From an optimization exercise on the open Yosys and OpenROAD flow, aimed at small area, a short achievable clock period and few clock cycles per item; shortcuts taken in it are not production practice.
Where RTL was checked, it was by simulation tests only, not by an equivalence proof against the original.
No activity file was given, so power comes from the tool's default toggle rates.

// lru_key_value_cache
module lru_key_value_cache #(
  parameter int MAX_ENTRIES = MAX_ENTRIES_DEF
) (
  input  wire                     clk,
  input  wire                     rst_n,
  input  wire                     start,
  output logic                    busy,
  input  wire                     in_opcode,
  input  wire  signed [KEY_W-1:0] in_key,
  input  wire  signed [VAL_W-1:0] in_value,
  output logic                    out_strobe,
  output logic                    out_hit,
  output logic signed [VAL_W-1:0] out_read_value,
  input  wire                     cfg_we,
  input  wire         [CAP_W-1:0] cfg_wdata
);
clock: 6.5 ns
lec_check: 0
cap_margin: 20
core_margin: 2
core_utilization: 40
setup_slack_margin: 4.0
slew_margin: 20
run.sh (not shown) runs the stock make flow with config.mk's settings and CLKGATE_MAP_FILE= SYNTH_SCRIPT=/design/flow/synth_recipe.tcl, a recipe that flattens the netlist after the stock synthesis.
Edit:
--- a/flow/config.mk
+++ b/flow/config.mk
@@ -9,3 +9,5 @@
 export CORE_MARGIN = 2
-export CORE_UTILIZATION = 40
+export CORE_UTILIZATION = 60
+export CTS_CLUSTER_DIAMETER = 60
+export CTS_CLUSTER_SIZE = 24
 export SETUP_SLACK_MARGIN = 4.0
Outcome:
- fmax goes up by about 2.5%
- total power shrinks by 11%
- design area went down by 4.8%
- routed wire length stays flat
Edit:
--- a/flow/config.mk
+++ b/flow/config.mk
@@ -10,4 +10,3 @@
 export CORE_UTILIZATION = 60
-export CTS_CLUSTER_DIAMETER = 60
-export CTS_CLUSTER_SIZE = 24
+export CTS_BUF_LIST = sky130_fd_sc_hd__clkbuf_8
 export SETUP_SLACK_MARGIN = 4.0
Effect: The changed run finished clean. Wire length grows slightly. Non-clock buffer count shrinks by 6. Design area went up slightly. Combinational power increases slightly. Die area does not change. Count of clock-buffer cells in the layout goes up by 145. Worst hold slack barely changes. Clock power goes up by roughly a tenth. Setup slack gets worse by 0.12 ns. Global-route usage goes up by 0.76 points.
Edit:
--- a/flow/config.mk
+++ b/flow/config.mk
@@ -10,3 +10,2 @@
 export CORE_UTILIZATION = 60
-export CTS_BUF_LIST = sky130_fd_sc_hd__clkbuf_8
 export SETUP_SLACK_MARGIN = 4.0
After rerunning: Die area does not change. Fmax is higher by 5.1%. Power is higher by about 5.5%. Worst setup slack gains 0.13 ns. Sequential share of layout area is lower by 0.47 points. Non-clock buffer count is higher by 1. Count of clock-buffer cells in the layout is lower by 57. Utilization is higher by 0.53 points. Synthesized cell count is unchanged. Clock skew is higher by 0.0066 ns.
Edit:
==> flow/flow/run.sh (new file) <==
#!/bin/bash
# Standard layout, with clock tree synthesis told not to add dummy loads and
# the port buffers started from the smallest buffer.
set -euo pipefail
export CTS_ARGS="-sink_clustering_enable -repair_clock_nets -dont_use_dummy_load -sink_clustering_size 24 -sink_clustering_max_diameter 60"
export BUFFER_PORTS_ARGS="-buffer_cell sky130_fd_sc_hd__buf_1"
bash standard.sh > standard.log 2>&1
==> flow/standard.sh (new file) <==
#!/bin/bash
# synth_recipe.tcl (not shown) runs the flow's synth.tcl, then flattens the netlist and writes it again
# the make line also repeats each setting of config.mk as NAME=value (left out here)
make -C /OpenROAD-flow-scripts/flow DESIGN_CONFIG=/design/flow/config.mk WORK_HOME=/design/flow/orfs CLKGATE_MAP_FILE= SYNTH_SCRIPT=/design/flow/synth_recipe.tcl "${@:-finish}"
--- a/flow/config.mk
+++ b/flow/config.mk
@@ -9,3 +9,6 @@
 export CORE_MARGIN = 2
-export CORE_UTILIZATION = 60
+export CORE_UTILIZATION = 70
+export CTS_CLUSTER_DIAMETER = 60
+export CTS_CLUSTER_SIZE = 24
+export PLACE_DENSITY = 0.72
 export SETUP_SLACK_MARGIN = 4.0
removed: flow/run.sh
What happened:
- The new run finished clean
- utilization went up by 7.0 points
- synthesized area does not change
- wire length decreases by about 6%
- sequential power hardly moves
- final cell count shrinks by about 6.6%
- clock skew is higher by 0.048 ns
- total power came out lower by about 18%
- worst setup slack gets worse by 0.16 ns
Edit:
==> flow/flow/run.sh (replaced) <==
#!/bin/bash
# Standard layout, with clock tree synthesis told not to add dummy loads.
set -euo pipefail
export CTS_ARGS="-sink_clustering_enable -repair_clock_nets -dont_use_dummy_load -sink_clustering_size 24 -sink_clustering_max_diameter 60"
bash standard.sh > standard.log 2>&1
--- a/flow/config.mk
+++ b/flow/config.mk
@@ -9,6 +9,5 @@
 export CORE_MARGIN = 2
-export CORE_UTILIZATION = 70
+export CORE_UTILIZATION = 60
 export CTS_CLUSTER_DIAMETER = 60
 export CTS_CLUSTER_SIZE = 24
-export PLACE_DENSITY = 0.72
 export SETUP_SLACK_MARGIN = 4.0
Outcome: Setup slack is better by 0.17 ns. Maximum frequency increases by 6.5%. Sequential share of layout area decreases by 2.1 points. Total power came out higher by about 3.6%. Via count goes down by about 0.9%. Area after synthesis does not change. Critical path depth increases by 1. Wire length came out higher by about 5%. Core utilization shrinks by 9.2 points. Clock power went up by about 10%.
No functional check of the RTL was part of any run of this note.


Setup of build 82:
Another version of the RTL of lru_key_value_cache (not shown whole).
Size: roughly 1400 flip-flops, ~53000 sq um of cells after synthesis.
export LEC_CHECK = 0
export CAP_MARGIN = 20
export CORE_MARGIN = 2
export CORE_UTILIZATION = 60
export CTS_CLUSTER_DIAMETER = 60
export CTS_CLUSTER_SIZE = 24
export SETUP_SLACK_MARGIN = 4.15
export SLEW_MARGIN = 20
create_clock -name core_clock -period 6.5 [get_ports {clk}]
standard.sh (not shown) runs the stock make flow with config.mk's settings and CLKGATE_MAP_FILE= SYNTH_SCRIPT=/design/flow/synth_recipe.tcl, a recipe that flattens the netlist after the stock synthesis.
==> flow/flow/run.sh <==
#!/bin/bash
# Standard layout, with clock tree synthesis told not to add dummy loads and
# the port buffers started from the smallest buffer.
set -euo pipefail
export CTS_ARGS="-sink_clustering_enable -repair_clock_nets -dont_use_dummy_load -sink_clustering_size 24 -sink_clustering_max_diameter 60"
export BUFFER_PORTS_ARGS="-buffer_cell sky130_fd_sc_hd__buf_1"
bash standard.sh > standard.log 2>&1
Testbench counts of build 82, summed over its fixed seeds: cycles 16,048, items 16,000.
The following lists how build 23 was set up differently from build 82:
# build 82
export LEC_CHECK = 0
export CAP_MARGIN = 20
export CORE_MARGIN = 2
export CORE_UTILIZATION = 60
export CTS_CLUSTER_DIAMETER = 60
export CTS_CLUSTER_SIZE = 24
export SETUP_SLACK_MARGIN = 4.15
export SLEW_MARGIN = 20
create_clock -name core_clock -period 6.5 [get_ports {clk}]
# build 23
export LEC_CHECK = 0
export CAP_MARGIN = 20
export CORE_MARGIN = 2
export CORE_UTILIZATION = 60
export CTS_CLUSTER_DIAMETER = 45
export CTS_CLUSTER_SIZE = 16
export PLACE_DENSITY = 0.72
export SETUP_SLACK_MARGIN = 4.0
export SLEW_MARGIN = 20
create_clock -name core_clock -period 6.5 [get_ports {clk}]
==> flow/flow/run.sh <==
#!/bin/bash
# Standard layout, with clock tree synthesis told not to add dummy loads and
# the port buffers started from the smallest buffer.
set -euo pipefail
export CTS_ARGS="-sink_clustering_enable -repair_clock_nets -dont_use_dummy_load -sink_clustering_size 16 -sink_clustering_max_diameter 45 -buf_list sky130_fd_sc_hd__clkbuf_8 -root_buf sky130_fd_sc_hd__clkbuf_16"
export BUFFER_PORTS_ARGS="-buffer_cell sky130_fd_sc_hd__buf_1"
bash standard.sh > standard.log 2>&1
Findings:
Maximum level of the CTS H-tree, build 23 and build 82: higher on build 23. Comparing build 23 and build 82, clock tree buffer count of the final layout is lower on build 82. Ratio of final minimum period to clock period (higher): build 82. STATUS worst setup margin: build 23 wins against build 82.
#### Input delta (build 18 over build 23)
# build 23
export LEC_CHECK = 0
export CAP_MARGIN = 20
export CORE_MARGIN = 2
export CORE_UTILIZATION = 60
export CTS_CLUSTER_DIAMETER = 45
export CTS_CLUSTER_SIZE = 16
export PLACE_DENSITY = 0.72
export SETUP_SLACK_MARGIN = 4.0
export SLEW_MARGIN = 20
create_clock -name core_clock -period 6.5 [get_ports {clk}]
# build 18
export LEC_CHECK = 0
export CAP_MARGIN = 10
export CORE_MARGIN = 2
export CORE_UTILIZATION = 60
export CTS_CLUSTER_DIAMETER = 60
export CTS_CLUSTER_SIZE = 24
export SETUP_SLACK_MARGIN = 4.0
export SLEW_MARGIN = 10
create_clock -name core_clock -period 6.5 [get_ports {clk}]
==> flow/flow/run.sh <==
#!/bin/bash
# Standard layout, with clock tree synthesis told not to add dummy loads and
# the port buffers started from the smallest buffer.
set -euo pipefail
export CTS_ARGS="-sink_clustering_enable -repair_clock_nets -dont_use_dummy_load -sink_clustering_size 24 -sink_clustering_max_diameter 60"
export BUFFER_PORTS_ARGS="-buffer_cell sky130_fd_sc_hd__buf_1"
bash standard.sh > standard.log 2>&1
Notes after the runs:
Routed wire length: build 18 vs build 23 down 1.9 mm. In build 18, total power density per cell area is higher than in build 23. Sequential power of build 18 is on par with build 23. On wire length of the first global-routing pass, build 18 and build 23 are neck and neck. Compared with build 23, non-clock buffer count in build 18 decreased by a few percent. The lower power after layout of build 18 and build 23 is in build 23. Per the comparison of build 18 with build 23, count of non-filler cells in the finished layout shrank by 63; global-route usage held steady; internal power grew by 0.73 mW; area of all placed cells without fillers grew by about 0.7%; post-route worst setup slack shrank by 61 ps.

==> afterwards: timing with drivers on the ports <==
In the flow no input, the clock included, has a driving cell. The finished layouts below were timed again as built, in two steps. Step 1 (the two cells are an assumption about what drives the block):
set clk [get_ports {clk}]
set_driving_cell -lib_cell sky130_fd_sc_hd__clkbuf_16 $clk
set_driving_cell -lib_cell sky130_fd_sc_hd__buf_2 [delete_from_list [all_inputs] $clk]
Step 2 times the ports against the registers' clock, not the clock port: input delays grow and output delays shrink by t, the midpoint of the rising clock arrivals with the driver on. Slacks: no drivers / after step 1 / after step 2; pairs: no drivers / after step 1.
run	t (ns)	setup slack, ns	cell pins on the clock port's net
the first run of note 1	0.827	3.872 / 3.872 / 3.616	1
the second run of note 1	0.727	3.937 / 3.937 / 3.762	1
the third run of note 1	0.948	3.818 / 3.748 / 3.734	1
the fourth run of note 1	0.814	3.949 / 3.900 / 3.792	1
the fifth run of note 1	0.684	3.785 / 3.785 / 3.785	1
the sixth run of note 1	0.711	3.951 / 3.951 / 3.731	1
build 82	0.750	3.964 / 3.890 / 3.421	1
build 23	0.755	3.980 / 3.909 / 3.291	1
build 18	0.746	3.919 / 3.918 / 3.233	1
After both steps setup and hold are still met in every run listed. For build 23, which loses most, drivers alone change the setup slack by -0.071 ns; drivers and shift together by -0.689 ns.
